Background: an optimization exercise with open tools, aiming at small area, a short achievable clock period and few clock cycles per item. Do not read the settings as production practice.
The RTL was checked by simulation tests, not by an equivalence proof against the original design.
Power figures rest on the tool's default switching activity, not on a simulated workload.

== v6 ==
## multiword_add_sequencer
module multiword_add_sequencer (
  input  logic         clk,
  input  logic         rst,
  input  logic         in_valid,
  output logic         in_ready,
  input  logic [255:0] a,
  input  logic [255:0] b,
  input  logic         cin,
  input  logic         sub,
  output logic         out_valid,
  input  logic         out_ready,
  output logic [255:0] sum,
  output logic         cout
);
Size in the first run: ~2,500 cells after synthesis, ~780 I/O pins, roughly 25,000 um^2 of cells after synthesis.
clock: 6.5 ns
lec_check: 0
abc_area: 1
cap_margin: 20
core_margin: 2
core_utilization: 40
cts_buf_list: sky130_fd_sc_hd__clkbuf_8
cts_cluster_diameter: 100
cts_cluster_size: 12
place_density: 0.7
setup_slack_margin: 2.8
slew_margin: 20
standard.sh (not shown) runs the stock make flow with config.mk's settings and CLKGATE_MAP_FILE= SYNTH_SCRIPT=/design/flow/synth_recipe.tcl, a recipe that flattens the netlist after the stock synthesis.
==> flow/flow/run.sh <==
#!/bin/bash
# The standard layout (standard.sh) with two changes:
#  - every port is buffered by the smallest buffer cell instead of the one
#    buffer_ports picks by default;
#  - after the standard synthesis, polfix.py re-chooses the polarity of the
#    full-adder groups so that fewer inverters are needed (combinational
#    cells only; registers untouched), then the layout continues from it.
set -euo pipefail
export BUFFER_PORTS_ARGS="-buffer_cell sky130_fd_sc_hd__buf_1"
R=$PWD/orfs/results/sky130hd/multiword_add_sequencer/base
bash standard.sh "$R/1_2_yosys.v" > synth.log 2>&1
cp "$R/1_2_yosys.v" "$R/1_2_yosys.standard.v"
python3 flow/polfix.py "$R/1_2_yosys.standard.v" "$R/1_2_yosys.v" > polfix.log 2>&1
bash standard.sh > layout.log 2>&1
Other scripts of this flow, unchanged in this note and not shown: flow/flow/polfix.py
Testbench counts of v6, summed over its fixed seeds: cycles 1,608, items 1,600.
> inputs changed (v6 -> v7)
- PLACE_DENSITY: 0.7 -> 0.8
==> flow/flow/run.sh <==
#!/bin/bash
# The standard layout (standard.sh) with three changes:
#  - synthesis maps the logic with the ABC script in flow/abc.script (in
#    place of ORFS's abc_area.script; the rest of the synthesis is ORFS's);
#  - after synthesis, polfix.py re-chooses the polarity of the full-adder
#    groups so that fewer inverters are needed (combinational cells only;
#    registers untouched);
#  - every port is buffered by the smallest buffer cell instead of the one
#    buffer_ports picks by default.
set -euo pipefail
export BUFFER_PORTS_ARGS="-buffer_cell sky130_fd_sc_hd__buf_1"
R=$PWD/orfs/results/sky130hd/multiword_add_sequencer/base
rm -rf "$PWD/scripts"
cp -r "$FLOW_HOME/scripts" "$PWD/scripts"
cp flow/abc.script "$PWD/scripts/abc_area.script"
SCRIPTS_DIR="$PWD/scripts" bash standard.sh "$R/1_2_yosys.v" > synth.log 2>&1
cp "$R/1_2_yosys.v" "$R/1_2_yosys.abc.v"
python3 flow/polfix.py "$R/1_2_yosys.abc.v" "$R/1_2_yosys.v" > polfix.log 2>&1
bash standard.sh > layout.log 2>&1
==> flow/flow/abc.script (new file) <==
strash
dch
map
topo
stime -c
buffer -c
upsize -c
dnsize -c
Results
Biggest fanout along the worst timing path: v7 and v6 compared, higher one is v7
Going from v6 to v7, number of ordinary and repair buffers in the finished layout has decreased, sequential fraction of design power dropped 0.9 points.
v6 vs v7, startpoint of the most critical setup path: bc_q[12] vs sub
Of v7 and v6, v7 shows the higher global-route usage, with v6 below it.
Going from v6 to v7, maximum single-stage delay on the critical path did not really move; post-cts sizing count went up; setup slack after placement went down; final worst-path setup slack went up.


The RTL this note starts from:
==> flow/design.v <==
package mas_pkg;
  localparam int W = 256;
endpackage
module multiword_add_sequencer (
  input  logic         clk,
  input  logic         rst,
  input  logic         in_valid,
  output logic         in_ready,
  input  logic [255:0] a,
  input  logic [255:0] b,
  input  logic         cin,
  input  logic         sub,
  output logic         out_valid,
  input  logic         out_ready,
  output logic [255:0] sum,
  output logic         cout
);
  localparam int W  = 256;
  localparam int K  = 8;        
  localparam int NB = W / K;    
  localparam int LK = $clog2(K);
  localparam int LB = $clog2(NB);
  logic [W-1:0]  bx, g, p, s0_d;
  logic [NB-1:0] bg, bp;         
  logic [NB:0]   bc_d;           
  assign bx = b ^ {W{sub}};
  assign g  = a & bx;
  assign p  = a ^ bx;
  always_comb begin
    logic [K-1:0] tg, tp;
    for (int j = 0; j < NB; j++) begin
      tg = g[j*K +: K];
      tp = p[j*K +: K];
      if (j == 0) tg[0] = tg[0] | (tp[0] & (sub | cin));
      for (int l = 0; l < LK; l++)
        for (int i = 0; i < K; i++)
          if (i[l]) begin
            tg[i] = tg[i] | (tp[i] & tg[((i >> l) << l) - 1]);
            tp[i] = tp[i] & tp[((i >> l) << l) - 1];
          end
      s0_d[j*K] = p[j*K] ^ ((j == 0) ? (sub | cin) : 1'b0);
      for (int i = 1; i < K; i++) s0_d[j*K+i] = p[j*K+i] ^ tg[i-1];
      bg[j] = tg[K-1];
      bp[j] = tp[K-1];
    end
  end
  always_comb begin
    logic [NB-1:0] tg, tp;
    tg = bg;
    tp = bp;
    for (int l = 0; l < LB; l++)
      for (int i = 0; i < NB; i++)
        if (i[l]) begin
          tg[i] = tg[i] | (tp[i] & tg[((i >> l) << l) - 1]);
          tp[i] = tp[i] & tp[((i >> l) << l) - 1];
        end
    bc_d[0] = 1'b0;
    for (int j = 1; j <= NB; j++) bc_d[j] = tg[j-1];
  end
  logic [W-1:0]  s0_q;
  logic [NB:1]   bc_q;
  logic          valid_q;
  assign in_ready = ~valid_q | out_ready;
  always_ff @(posedge clk or posedge rst) begin
    if (rst)           valid_q <= 1'b0;
    else if (in_ready) valid_q <= in_valid;
  end
  always_ff @(posedge clk) begin
    if (in_ready) begin
      s0_q <= s0_d;
      bc_q <= bc_d[NB:1];
    end
  end
  always_comb begin
    logic [K-1:0] m;
    for (int i = 0; i < K; i++) sum[i] = s0_q[i];
    for (int j = 1; j < NB; j++) begin
      m = s0_q[j*K +: K];
      for (int l = 0; l < LK; l++)
        for (int i = 0; i < K; i++)
          if (i[l]) m[i] = m[i] & m[((i >> l) << l) - 1];
      sum[j*K] = s0_q[j*K] ^ bc_q[j];
      for (int i = 1; i < K; i++) sum[j*K+i] = s0_q[j*K+i] ^ (bc_q[j] & m[i-1]);
    end
  end
  assign cout      = bc_q[NB];
  assign out_valid = valid_q;
endmodule
export LEC_CHECK = 0
export ABC_AREA = 1
export CAP_MARGIN = 20
export CORE_MARGIN = 2
export CORE_UTILIZATION = 40
export CTS_BUF_LIST = sky130_fd_sc_hd__clkbuf_8
export SETUP_SLACK_MARGIN = 2.8
export SLEW_MARGIN = 20
create_clock -name core_clock -period 6.5 [get_ports {clk}]
==> flow/flow/run.sh <==
#!/bin/bash
# The standard layout (standard.sh), with every port buffered by the
# smallest buffer cell instead of the one buffer_ports picks by default.
set -euo pipefail
export BUFFER_PORTS_ARGS="-buffer_cell sky130_fd_sc_hd__buf_1"
bash standard.sh > standard.log 2>&1
The baseline finished clean.
Testbench counts at the start, summed over its fixed seeds: cycles 1,608, items 1,600.
Edit:
Settings changed: SETUP_SLACK_MARGIN 2.8 to 3.2.
Effect: The changed run went through all stages and came out clean; global-route usage climbs by 1.7 points; fmax rose by 4.8%; clock-buffer cell count falls by 1; sequential share of layout area drops by 3.2 points; setup slack improved by 0.16 ns; synthesized area does not change; sequential power climbs by about 1%; core utilization rises by 6.3 points; combinational power went up by 19%; power grows by 7.0%; critical path depth does not change.


// multiword_add_sequencer: RTL as listed in full above, without the edits since
Settings: LEC_CHECK=0, ABC_AREA=1, CAP_MARGIN=20, CORE_MARGIN=2, CORE_UTILIZATION=40, CTS_BUF_LIST=sky130_fd_sc_hd__clkbuf_4 sky130_fd_sc_hd__clkbuf_8, CTS_CLUSTER_DIAMETER=100, CTS_CLUSTER_SIZE=12, PLACE_DENSITY=0.8, SETUP_SLACK_MARGIN=2.8, SLEW_MARGIN=20; clock period 6.5 ns.
==> flow/flow/run.sh <==
#!/bin/bash
# The standard layout (standard.sh) with two changes:
#  - every port is buffered by the smallest buffer cell instead of the one
#    buffer_ports picks by default;
#  - after the standard synthesis, polfix.py re-chooses the polarity of the
#    full-adder groups so that fewer inverters are needed (combinational
#    cells only; registers untouched), then the layout continues from it.
set -euo pipefail
export BUFFER_PORTS_ARGS="-buffer_cell sky130_fd_sc_hd__buf_1"
R=$PWD/orfs/results/sky130hd/multiword_add_sequencer/base
bash standard.sh "$R/1_2_yosys.v" > synth.log 2>&1
cp "$R/1_2_yosys.v" "$R/1_2_yosys.standard.v"
python3 flow/polfix.py "$R/1_2_yosys.standard.v" "$R/1_2_yosys.v" > polfix.log 2>&1
bash standard.sh > layout.log 2>&1
Other scripts of this flow, unchanged in this note and not shown: flow/flow/polfix.py
Testbench counts at the start, summed over its fixed seeds: cycles 1,608, items 1,600.
Change:
--- a/flow/config.mk
+++ b/flow/config.mk
@@ -10,8 +10,8 @@
 export CORE_MARGIN = 2
 export CORE_UTILIZATION = 40
-export CTS_BUF_LIST = sky130_fd_sc_hd__clkbuf_4 sky130_fd_sc_hd__clkbuf_8
+export CTS_BUF_LIST = sky130_fd_sc_hd__clkbuf_8
 export CTS_CLUSTER_DIAMETER = 100
 export CTS_CLUSTER_SIZE = 12
 export PLACE_DENSITY = 0.8
-export SETUP_SLACK_MARGIN = 2.8
+export SETUP_SLACK_MARGIN = 2.9
 export SLEW_MARGIN = 20
Effect: Area after synthesis stays the same. Combinational power goes up by about 3%. Total power goes up by 0.59%. Final cell count goes up by 1.3%. Die area stays the same. Via count goes up by 1.1%.
Change:
==> flow/flow/run.sh (replaced) <==
#!/bin/bash
# The standard layout (standard.sh) with three changes:
#  - synthesis maps the logic with the ABC script in flow/abc.script (in
#    place of ORFS's abc_area.script; the rest of the synthesis is ORFS's);
#  - after synthesis, polfix.py re-chooses the polarity of the full-adder
#    groups so that fewer inverters are needed (combinational cells only;
#    registers untouched);
#  - every port is buffered by the smallest buffer cell instead of the one
#    buffer_ports picks by default.
set -euo pipefail
export BUFFER_PORTS_ARGS="-buffer_cell sky130_fd_sc_hd__buf_1"
R=$PWD/orfs/results/sky130hd/multiword_add_sequencer/base
rm -rf "$PWD/scripts"
cp -r "$FLOW_HOME/scripts" "$PWD/scripts"
cp flow/abc.script "$PWD/scripts/abc_area.script"
SCRIPTS_DIR="$PWD/scripts" bash standard.sh "$R/1_2_yosys.v" > synth.log 2>&1
cp "$R/1_2_yosys.v" "$R/1_2_yosys.abc.v"
python3 flow/polfix.py "$R/1_2_yosys.abc.v" "$R/1_2_yosys.v" > polfix.log 2>&1
bash standard.sh > layout.log 2>&1
==> flow/flow/abc.script (new file) <==
strash
dch
map
topo
stime -c
buffer -c
upsize -c
dnsize -c
--- a/flow/config.mk
+++ b/flow/config.mk
@@ -14,4 +14,4 @@
 export CTS_CLUSTER_SIZE = 12
 export PLACE_DENSITY = 0.8
-export SETUP_SLACK_MARGIN = 2.9
+export SETUP_SLACK_MARGIN = 2.8
 export SLEW_MARGIN = 20
Outcome: The changed run finished with timing, DRC and antenna clean; routed wire length came out higher by a few percent; via count rose by a few percent; clock power barely changes; clock-buffer cell count is unchanged; combinational power shrinks by a few percent; cell count falls slightly; critical path depth went up by 6; die area went down slightly; design area shrinks by a few percent; worst setup slack gets worse by 0.038 ns; area after synthesis falls slightly.
Change:
==> flow/flow/run.sh (replaced) <==
#!/bin/bash
# The standard layout (standard.sh) with two changes:
#  - every port is buffered by the smallest buffer cell instead of the one
#    buffer_ports picks by default;
#  - after the standard synthesis, polfix.py re-chooses the polarity of the
#    full-adder groups so that fewer inverters are needed (combinational
#    cells only; registers untouched), then the layout continues from it.
set -euo pipefail
export BUFFER_PORTS_ARGS="-buffer_cell sky130_fd_sc_hd__buf_1"
R=$PWD/orfs/results/sky130hd/multiword_add_sequencer/base
bash standard.sh "$R/1_2_yosys.v" > synth.log 2>&1
cp "$R/1_2_yosys.v" "$R/1_2_yosys.standard.v"
python3 flow/polfix.py "$R/1_2_yosys.standard.v" "$R/1_2_yosys.v" > polfix.log 2>&1
bash standard.sh > layout.log 2>&1
--- a/flow/config.mk
+++ b/flow/config.mk
@@ -13,5 +13,4 @@
 export CTS_CLUSTER_DIAMETER = 100
 export CTS_CLUSTER_SIZE = 12
-export PLACE_DENSITY = 0.8
 export SETUP_SLACK_MARGIN = 2.8
 export SLEW_MARGIN = 20
removed: flow/flow/abc.script
Worst hold slack degrades by 0.023 ns.
Total power barely changes.
Wire length went down by 5.7%.
Cell area increases by about 0.47%.


Setup of build 92:
// multiword_add_sequencer: RTL as listed in full above, without the edits since
clock: 6.5 ns
lec_check: 0
abc_area: 1
cap_margin: 20
core_margin: 2
core_utilization: 40
cts_buf_list: sky130_fd_sc_hd__clkbuf_8
cts_cluster_diameter: 100
cts_cluster_size: 12
setup_slack_margin: 2.8
slew_margin: 20
==> flow/flow/run.sh <==
#!/bin/bash
# The standard layout (standard.sh), with every port buffered by the
# smallest buffer cell instead of the one buffer_ports picks by default.
set -euo pipefail
export BUFFER_PORTS_ARGS="-buffer_cell sky130_fd_sc_hd__buf_1"
bash standard.sh > standard.log 2>&1
Build 92 | status: complete | timing, DRC, antenna: pass
Testbench counts of build 92, summed over its fixed seeds: cycles 1,608, items 1,600.
#### Input delta (build 94 over build 92)
- CTS_CLUSTER_DIAMETER removed (was 100)
- CTS_CLUSTER_SIZE removed (was 12)
- CTS_BUF_LIST removed (was sky130_fd_sc_hd__clkbuf_8)
- SETUP_SLACK_MARGIN changed from 2.8 to 3.2
## What came out
Min last weighted congestion value of the routability-driven placer across build 92 and build 94: build 92
In build 94, the time the final worst path needs with I/O delays and setup came out 0.17 ns below the value in build 92.
Clock power share: lower on build 92
Build 94 against build 92: count of buffer and inverter cells on the critical path picked up an extra 4, setup slack picked up an extra 0.17 ns, total routed wire length on the met1 layer picked up an extra about 8%.
Aggregate global-route resource usage ended up 2.4 points higher on build 94 than on build 92.
Power, build 94 vs build 92: up by more than 10%
> inputs changed (build 94 -> build 54)
- putting CTS_BUF_LIST at sky130_fd_sc_hd__clkbuf_8 where nothing was set
- swapping 40 for 60 in CORE_UTILIZATION
Notes after the runs:
In the summary table, build 54 is marked failed, with error PPL-0024 raised in 3_2_place_iop. Going from build 94 to build 54, vertical die dimension went down 46 µm; number of placement rows went down 18%; synthesized area held.
Here is what was changed in the inputs of build 13 compared with build 54.
- CORE_UTILIZATION now 40, was 60
- SETUP_SLACK_MARGIN now 2.8, was 3.2
- CTS_BUF_LIST no longer set, was sky130_fd_sc_hd__clkbuf_8
Build 13 reached the final stage; the timing, DRC and antenna checks on its layout passed.
Diff build 54 -> build 13: number of storage elements in the synthesis netlist roughly the same; arithmetic-cell share of the synthesized area counting full adders, half adders and majority gates roughly the same; fraction of the mapped netlist area in simple logic gates roughly the same; die span in x higher.
Build 13 -> build 54: area of the mapped netlist delta 0, exact match
From build 13 to build 54, synthesized instance count did not move at all.
Build 54 -> build 13: number of distinct standard cells referenced by the synthesized netlist delta 0, exact match
Diff build 54 -> build 13: placement row count picked up an extra about 23%, initial core utilization lost 20 points, height of the chip picked up an extra 22%, mean area per synthesized cell neither gained nor lost much.
Changes in build 59 relative to build 13:
- a change of SETUP_SLACK_MARGIN from 2.8 to 3.2
- an added ABC_CLOCK_PERIOD_IN_PS of 3000
- a deleted ABC_AREA that had been 1
[summary]
- Compared with build 13, build 59 shows a share of power burned in registers that is 1.5 points lower.
- Total power after layout grows by a little under 10% when moving from build 13 to build 59.
- Of build 13 and build 59, the higher growth of design area from synthesis to finish belongs to build 59.
- Diff build 13 -> build 59: combinational share of power now sits higher, final worst slack now sits lower, net load switching power now sits higher, via count now sits higher, routed wire length now sits higher.
- Build 13 → build 59: post-synthesis cell area moved down, CTS buffer count moved down.
Input-level comparison between build 67 and build 59:
- a deleted ABC_CLOCK_PERIOD_IN_PS that had been 3000
- a change of SETUP_SLACK_MARGIN from 3.2 to 2.5
- an added ABC_AREA of 1
[summary]
When the final numbers for build 59 and build 67 were put side by side, the die width turned out to be smaller in build 59. Build 67 vs. build 59: sum of routed wire segments on met1 went down by about 3.3%. Sort build 59 and build 67 by total global routing track utilization desc -> top: build 59. The total cell area at the placement stage of build 67 is higher than that of build 59. Met2 wirelength from detailed routing: build 59 and build 67 compared, lower one is build 67. Build 67: final cell count is 6.9% higher than what build 59 reported. Build 67 falls short of build 59 in area after synthesis. Via count, build 59 and build 67: lower on build 67.

## re-timing with driven ports
No port has a modelled driver above. Below, the same layouts with a new extraction and two added sets of constraints. Step 1, drivers: a clkbuf_16 drives clk and a buf_2 each remaining input, both assumed. Step 2 times the ports against the registers' clock, not the clock port: input delays grow and output delays shrink by t, the midpoint of the rising clock arrivals with the driver on. Three values: no drivers, after step 1, after step 2; two values: the first two.
| run | t, ns | setup WS [ns] | latest minus earliest clock arrival (ns) | worst data-port slew with drivers (ns) | pins driven straight from the clock port |
|---|---|---|---|---|---|
| v6 | 0.704 | 2.867 / 2.809 / 2.117 | 0.029 / 0.029 | 0.22 | 1 |
| v7 | 0.708 | 2.878 / 2.854 / 2.146 | 0.026 / 0.027 | 0.17 | 1 |
| the first run of note 2 | 0.690 | 2.894 / 2.841 / 2.278 | 0.051 / 0.051 | 0.13 | 1 |
| the second run of note 2 | 0.697 | 3.058 / 3.002 / 2.367 | 0.021 / 0.021 | 0.23 | 1 |
| the first run of note 3 | 0.681 | 2.884 / 2.805 / 2.124 | 0.021 / 0.022 | 0.23 | 1 |
| the second run of note 3 | 0.680 | 2.934 / 2.883 / 2.211 | 0.038 / 0.038 | 0.17 | 1 |
| the third run of note 3 | 0.694 | 2.895 / 2.841 / 2.150 | 0.031 / 0.032 | 0.17 | 1 |
| the fourth run of note 3 | 0.694 | 2.918 / 2.821 / 2.127 | 0.025 / 0.024 | 0.19 | 1 |
| build 92 | 0.693 | 2.897 / 2.843 / 2.275 | 0.039 / 0.039 | 0.14 | 1 |
| build 94 | 0.605 | 3.063 / 2.980 / 2.375 | 0.021 / 0.021 | 0.22 | 1 |
| build 13 | 0.600 | 2.933 / 2.881 / 2.321 | 0.025 / 0.026 | 0.14 | 1 |
| build 59 | 0.615 | 2.007 / 1.924 / 1.309 | 0.036 / 0.036 | 0.19 | 1 |
| build 67 | 0.598 | 2.810 / 2.806 / 2.208 | 0.016 / 0.016 | 0.20 | 1 |
After both steps every run listed still meets setup and hold. For the fourth run of note 3, which loses most, drivers alone change the setup slack by -0.097 ns; drivers and shift together by -0.791 ns.
